Background: an optimization exercise with open tools, aiming at small area and a short achievable clock period. Do not read the settings as production practice.
Only simulation tests tie the RTL to the original design; equivalence was not proved.
Power figures rest on the tool's default switching activity, not on a simulated workload.

==> design/flow/run.sh <==
#!/bin/bash
# synth_recipe.tcl (not shown) runs the flow's synth.tcl, then flattens the netlist and writes it again
# the make line also repeats each setting of config.mk as NAME=value (left out here)
make -C /OpenROAD-flow-scripts/flow DESIGN_CONFIG=/design/flow/config.mk WORK_HOME=/design/flow/orfs CLKGATE_MAP_FILE= SYNTH_SCRIPT=/design/flow/synth_recipe.tcl finish
==> design/flow/config.mk <==
export PLATFORM = sky130hd
export DESIGN_NAME = cpu_trace_buffer
export DESIGN_NICKNAME = cpu_trace_buffer
export VERILOG_FILES = /design/flow/design.v
export SDC_FILE = /design/flow/constraint.sdc
export NUM_CORES = 4
export LEC_CHECK = 0
export CAP_MARGIN = 20
export CORE_MARGIN = 2
export CORE_UTILIZATION = 40
export SLEW_MARGIN = 20
==> design/flow/constraint.sdc <==
create_clock -name core_clock -period 5.5 [get_ports {clk}]
set_input_delay 1.1000 -clock core_clock [delete_from_list [all_inputs] [get_ports {clk}]]
set_output_delay 1.1000 -clock core_clock [all_outputs]
set_load 0.01 [all_outputs]
==> design/flow/design.v <==
`default_nettype none
package cpu_trace_pkg;
  localparam logic [1:0] TRACE_KIND_RF  = 2'b01;
  localparam logic [1:0] TRACE_KIND_MEM = 2'b10;
  localparam int TRACE_ADDR_W = 32;
  localparam int TRACE_DATA_W = 32;
  localparam int TRACE_CYC_W  = 32;
  typedef struct packed {
    logic [1:0]              kind;
    logic [TRACE_CYC_W-1:0]  cycle;
    logic [TRACE_ADDR_W-1:0] pc;
    logic [4:0]              reg_idx;
    logic [TRACE_DATA_W-1:0] rdata;
    logic [TRACE_ADDR_W-1:0] maddr;
    logic [TRACE_DATA_W-1:0] mdata;
  } trace_entry_t;
endpackage
`default_nettype wire
`default_nettype none
module trace_halt_detect #(
  parameter int ADDR_W      = 32,
  parameter int HALT_CYCLES = 4
) (
  input  logic              clk,
  input  logic              rst_n,
  input  logic              clr,
  input  logic              en,
  input  logic [ADDR_W-1:0] pc,
  output logic              halted
);
  localparam int              CNT_W       = $clog2(HALT_CYCLES);
  localparam logic [CNT_W-1:0] c_halt_last = CNT_W'(HALT_CYCLES - 1);
  localparam logic [CNT_W-1:0] c_halt_arm  = CNT_W'(HALT_CYCLES - 2);
  logic [ADDR_W-1:0] r_prev_pc;
  logic [CNT_W-1:0]  r_cnt;
  logic              r_halted;
  logic              w_same;
  assign w_same = en && (pc == r_prev_pc);
  always_ff @(posedge clk or negedge rst_n) begin
    if (!rst_n) begin
      r_prev_pc <= '0;
      r_cnt     <= '0;
      r_halted  <= 1'b0;
    end else if (clr) begin
      r_prev_pc <= '0;
      r_cnt     <= '0;
      r_halted  <= 1'b0;
    end else begin
      r_prev_pc <= pc;
      if (!r_halted) begin
        if (w_same) begin
          if (r_cnt != c_halt_last) r_cnt <= r_cnt + CNT_W'(1);
          if (r_cnt == c_halt_arm) r_halted <= 1'b1;
        end else begin
          r_cnt <= '0;
        end
      end
    end
  end
  assign halted = r_halted;
endmodule
`default_nettype wire
`default_nettype none
module cpu_trace_buffer #(
  parameter int DEPTH       = 16,
  parameter int ADDR_W      = 32,
  parameter int DATA_W      = 32,
  parameter int CYC_W       = 32,
  parameter int HALT_CYCLES = 4
) (
  input  logic                       clk,
  input  logic                       rst_n,
  input  logic                       en,
  input  logic                       clr,
  input  logic                       mode_wrap,
  input  logic [ADDR_W-1:0]          pc,
  input  logic                       rf_we,
  input  logic [4:0]                 rf_waddr,
  input  logic [DATA_W-1:0]          rf_wdata,
  input  logic                       mem_we,
  input  logic [ADDR_W-1:0]          mem_addr,
  input  logic [DATA_W-1:0]          mem_wdata,
  output logic                       rd_valid,
  input  logic                       rd_ready,
  output logic [1:0]                 rd_kind,
  output logic [CYC_W-1:0]           rd_cycle,
  output logic [ADDR_W-1:0]          rd_pc,
  output logic [4:0]                 rd_reg,
  output logic [DATA_W-1:0]          rd_rdata,
  output logic [ADDR_W-1:0]          rd_maddr,
  output logic [DATA_W-1:0]          rd_mdata,
  output logic [$clog2(DEPTH):0]     count,
  output logic                       overflow,
  output logic                       halted,
  output logic [CYC_W-1:0]           cycle
);
  localparam int PTR_W = $clog2(DEPTH);
  localparam int CNT_W = PTR_W + 1;
  logic [PTR_W-1:0] r_wr_ptr;
  logic [PTR_W-1:0] r_rd_ptr;
  logic [CNT_W-1:0] r_count;
  logic             r_overflow;
  logic [CYC_W-1:0] r_cycle;
  localparam int ENTRY_W = 2 + cpu_trace_pkg::TRACE_CYC_W + 2*cpu_trace_pkg::TRACE_ADDR_W + 5 + 2*cpu_trace_pkg::TRACE_DATA_W;
  logic [ENTRY_W-1:0] r_mem [0:DEPTH-1];
  logic         w_halted;
  logic         w_rf_ev;
  logic         w_mem_ev;
  logic         w_push;
  logic         w_pop;
  logic         w_full;
  logic         w_wr;
  cpu_trace_pkg::trace_entry_t w_entry;
  cpu_trace_pkg::trace_entry_t w_head;
  trace_halt_detect #(
    .ADDR_W      (ADDR_W),
    .HALT_CYCLES (HALT_CYCLES)
  ) u_halt (
    .clk    (clk),
    .rst_n  (rst_n),
    .clr    (clr),
    .en     (en),
    .pc     (pc),
    .halted (w_halted)
  );
  assign w_rf_ev  = rf_we && (rf_waddr != 5'd0);
  assign w_mem_ev = mem_we;
  assign w_push   = en && !w_halted && (w_rf_ev || w_mem_ev);
  assign w_pop    = rd_valid && rd_ready;
  assign w_full   = (r_count == CNT_W'(DEPTH));
  assign w_wr     = w_push && (w_pop || !w_full || mode_wrap);
  always_comb begin
    w_entry       = '0;
    w_entry.kind  = (w_rf_ev ? cpu_trace_pkg::TRACE_KIND_RF : 2'b00) | (w_mem_ev ? cpu_trace_pkg::TRACE_KIND_MEM : 2'b00);
    w_entry.cycle = cpu_trace_pkg::TRACE_CYC_W'(r_cycle);
    w_entry.pc    = cpu_trace_pkg::TRACE_ADDR_W'(pc);
    if (w_rf_ev) begin
      w_entry.reg_idx = rf_waddr;
      w_entry.rdata   = cpu_trace_pkg::TRACE_DATA_W'(rf_wdata);
    end
    if (w_mem_ev) begin
      w_entry.maddr = cpu_trace_pkg::TRACE_ADDR_W'(mem_addr);
      w_entry.mdata = cpu_trace_pkg::TRACE_DATA_W'(mem_wdata);
    end
  end
  always_ff @(posedge clk) begin
    if (!clr && w_wr) r_mem[r_wr_ptr] <= w_entry;
  end
  always_ff @(posedge clk or negedge rst_n) begin
    if (!rst_n) begin
      r_wr_ptr   <= '0;
      r_rd_ptr   <= '0;
      r_count    <= '0;
      r_overflow <= 1'b0;
      r_cycle    <= '0;
    end else if (clr) begin
      r_wr_ptr   <= '0;
      r_rd_ptr   <= '0;
      r_count    <= '0;
      r_overflow <= 1'b0;
      r_cycle    <= '0;
    end else begin
      if (en && !w_halted && (r_cycle != {CYC_W{1'b1}})) r_cycle <= r_cycle + CYC_W'(1);
      if (w_push && w_pop) begin
        r_wr_ptr <= r_wr_ptr + PTR_W'(1);
        r_rd_ptr <= r_rd_ptr + PTR_W'(1);
      end else if (w_push && !w_full) begin
        r_wr_ptr <= r_wr_ptr + PTR_W'(1);
        r_count  <= r_count + CNT_W'(1);
      end else if (w_push) begin
        r_overflow <= 1'b1;
        if (mode_wrap) begin
          r_wr_ptr <= r_wr_ptr + PTR_W'(1);
          r_rd_ptr <= r_rd_ptr + PTR_W'(1);
        end
      end else if (w_pop) begin
        r_rd_ptr <= r_rd_ptr + PTR_W'(1);
        r_count  <= r_count - CNT_W'(1);
      end
    end
  end
  assign w_head   = r_mem[r_rd_ptr];
  assign rd_valid = (r_count != '0);
  always_comb begin
    rd_kind  = '0;
    rd_cycle = '0;
    rd_pc    = '0;
    rd_reg   = '0;
    rd_rdata = '0;
    rd_maddr = '0;
    rd_mdata = '0;
    if (rd_valid) begin
      rd_kind  = w_head.kind;
      rd_cycle = CYC_W'(w_head.cycle);
      rd_pc    = ADDR_W'(w_head.pc);
      rd_reg   = w_head.reg_idx;
      rd_rdata = DATA_W'(w_head.rdata);
      rd_maddr = ADDR_W'(w_head.maddr);
      rd_mdata = DATA_W'(w_head.mdata);
    end
  end
  assign count    = r_count;
  assign overflow = r_overflow;
  assign halted   = w_halted;
  assign cycle    = r_cycle;
endmodule
`default_nettype wire
==> summary.txt <==
## state kept, by name, summed over array words and instances, names as in the netlist
signal	cells
r_count	5
u_halt.r_cnt	2
r_rd_ptr	4
r_mem	2672
r_wr_ptr	4
r_overflow	1
u_halt.r_prev_pc	32
r_cycle	32
u_halt.r_halted	1
## power by group
group          internal, mW  switching, mW  leakage, nW  total [mW]
clock network          11.6           7.94         4.63        19.5
registers              23.1          0.127         25.2        23.3
logic                  5.05           4.75         8.18        9.79
## cell type report
cell class / count / area (µm²) / share of cell area (%)
diodes: 6 / 15.0 / 0.0120
clock buffers: 373 / 8080 / 6.46
clock inverters: 146 / 1380 / 1.10
inverters: 12 / 45.0 / 0.0360
multi-input cells: 1441 / 23000 / 18.4
flip-flops and latches: 2753 / 82300 / 65.8
well taps: 3533 / 4420 / 3.53
repair buffers: 520 / 5870 / 4.69
## worst max-delay path, stage by stage (launching register included)
cell             delay, ps
dfrtp_4                640
buf_12                 310
buf_4                  430
mux4_2                 560
mux4_2                 490
and2_1                 180
clkdlybuf4s50_1        510
## cells in the final DEF (no fill, tap or decap), drive strengths merged, types with 3 or more instances in the layout
cell type | synthesis | final
dfrtp | 81 | 81
nand2b | 4 | 4
or3 | 10 | 10
o21ai | 11 | 11
nand3 | 15 | 15
ha | 12 | 12
bufinv | 0 | 26
clkbuf | 140 | 373
diode | 0 | 6
clkinvlp | 0 | 8
a21oi | 23 | 23
o211ai | 3 | 3
xnor2 | 36 | 36
nor4 | 14 | 14
edfxtp | 2672 | 2672
inv | 12 | 20
and2 | 271 | 271
clkdlybuf4s50 | 0 | 344
nand2 | 18 | 18
or2 | 4 | 4
mux2i | 6 | 6
nor3 | 9 | 9
xor2 | 9 | 9
nor2 | 39 | 39
clkinv | 0 | 104
o31ai | 14 | 14
mux4 | 835 | 835
nand3b | 3 | 3
buf | 129 | 176
mux2 | 9 | 9
and4 | 4 | 4
nor2b | 40 | 40
or4 | 14 | 14
nand4 | 17 | 17
## cells by family (layout without fill, tap and decap cells)
kind of cell	count (synthesis)	count (layout)	synth area share [%]
flops	2753	2753	77.2
fa+ha+maj	13	13	0.160
xor+xnor	45	45	0.370
other cells	0	6	0
buf+inv	281	1051	1.36
mux	850	850	17.8
simple gates	467	467	2.64
compound gates	66	66	0.412
## per-layer routing
| metal | track usage, % | vias up |
|---|---|---|
| li1 | - | 20100 |
| met1 | 26.3 | 26900 |
| met2 | 32.0 | 1482 |
| met3 | 3.06 | 387 |
| met4 | 5.50 | 6 |
| met5 | 0 | - |
## how the worst max path moves through the flow
stage	startpoint	end	slack, ps	cells after the start
after floorplan	en	r_mem[10][0]	-2090	5
after global placement	rf_we	r_mem[4][48]	1060	8
after detailed placement	rf_we	r_mem[4][45]	1060	8
after CTS	r_rd_ptr[0]	rd_rdata[17]	150	6
after global routing	r_count[0]	rd_mdata[5]	50	5
final	r_rd_ptr[0]	rd_rdata[17]	310	6
==> results_dict.tcl <==
set metrics [dict create \
    yosys-top-cells-area "edfxtp_1 75%, mux4_2 18%, dfrtp_1 1.9%" \
    place_congestion 0.736 \
    timing.hold.ws_ps 188 \
    grt_pass1_vias 51500 \
    async_reset_ff_share_pct 2.94 \
    m1WireLength_um 109000 \
    synth_common_cells "2672 x edfxtp_1, 835 x mux4_2, 271 x and2_1" \
    area_delta_synth_final_pct 17.5 \
    postSynthNetCount 4629 \
    cp-start-kind "flop" \
    die_w_um 520 \
    finalSetupTns_ps 0 \
    cts_buffers 308 \
    rr_startpoint "r_count[0]" \
    synth.most_common_cell "edfxtp_1" \
    drt-total-wl_um 262000 \
    synth-seq-cells 2753 \
    yosys_warnings 2 \
    finalClockSkew_ps 95.0 \
    yosysTopAreaCellShare_pct 75.3 \
    cts_setup_buffers 0 \
    drtPass1Iterations 25 \
    initial_core_util_pct 40.2 \
    end_kind "output pin" \
    power.total_mw 52.6 \
    timing.final.crit_period_ps 5190 \
    hp-class "in -> async" \
    rsz0062_at_grt "no" \
    fillers 21500 \
    grt_max_degree 98 \
    slew_violations 0 \
    grt.overflow.total 0 \
    seq_area_frac_synth_pct 77.2 \
    fin_util_pct 47.2 \
    status "no timing/DRC/antenna violations" \
    ir_drop_v 0.000386 \
    setup_viol 0 \
    placed_area_um2 116000 \
    ys.flop_type "edfxtp_1" \
    reg2regPathDepth 7 \
    syn_area_per_cell_um2 23.8 \
    clockBufferDepth 4 \
    synth_area_um2 107000 \
    cts_max_level 5 \
    clock_latency_ps 950 \
    pre_cts_ws_ps 1060 \
    max_slew_margin_pct 25.6 \
    wl_met2_um 132000 \
    path_clk_slew_ps 60 \
    row_count 189 \
    final_nets 5190 \
    ios 348 \
    grtUsageTotal_pct 19.2 \
    reg2reg_slack_ps 1980 \
    postRouteAntennaNets 0 \
    hold_viol_final 0 \
    drive_gt1_share_pct 27.8 \
    antenna_found_initial 16 \
    tightest_slew_ps 1110 \
    fmax_mhz 193 \
    arrival_ps 4090 \
    wire_per_inst_um 29.8 \
    setup_ws_ps 305 \
    r2r-end "r_mem[6][79]" \
    drcViolationCount 0 \
    dpl.hpwl_um 136000 \
    top_layer "met5" \
    drtIter0Drc 5032 \
    leakagePower_nw 38.0 \
    crit_fanout 30 \
    io_buffers 347 \
    fin_area_um2 125000 \
    power_density_nw_per_um2 420 \
    postSynthCellCount 4475 \
    synth_edf_count 2672 \
    cts_resized 0 \
    core_area_um2 265000 \
    cts_num_sinks 2753 \
    worstPathRequired_ps 4400 \
    instances_no_fill 8784 \
    cts_tree "yes" \
    crit_type "reg -> out" \
    fin_crit_sh_pct 94.4 \
    dieArea_um2 270000 \
    routed_via_density 5.57 \
    wl_met3_um 13600 \
    dieHeight_um 520 \
    vias 48900 \
    drv_cap 0 \
    clock-root-buffer "clkbuf_16" \
    cts_hold_buffers 0 \
    yosysUniqueCellTypes 58 \
    grt_pass1_wl_um 375000 \
    yosysTopAreaCell "edfxtp_1" \
    placed_cells 8259 \
]

==> static timing again, ports no longer ideal <==
The flow's constraints put no driver on any port. The routed layout listed below was extracted and timed again, unchanged, in two steps.
Step 1, drivers: a clkbuf_16 drives clk and a buf_2 each remaining input, both assumed.
Step 2 moves the port delays by t, midway between the first and last clock arrival at a register: inputs arrive t later, outputs are due t later. That takes back most of the time a late clock gives input paths.
a / b / c = ideal / step 1 / step 2; a / b = the first two.
t (ns): 0.996
setup WS [ns]: 0.305 / 0.211 / 1.048
hold WS [ns]: 0.188 / 0.125 / 0.527
latest minus earliest clock arrival (ns): 0.095 / 0.096
worst register clock-pin slew, ns: 0.06 / 0.06
After both steps this run still meets setup and hold. The setup slack of this run moves by -0.094 ns with the drivers and by +0.743 ns with both steps.
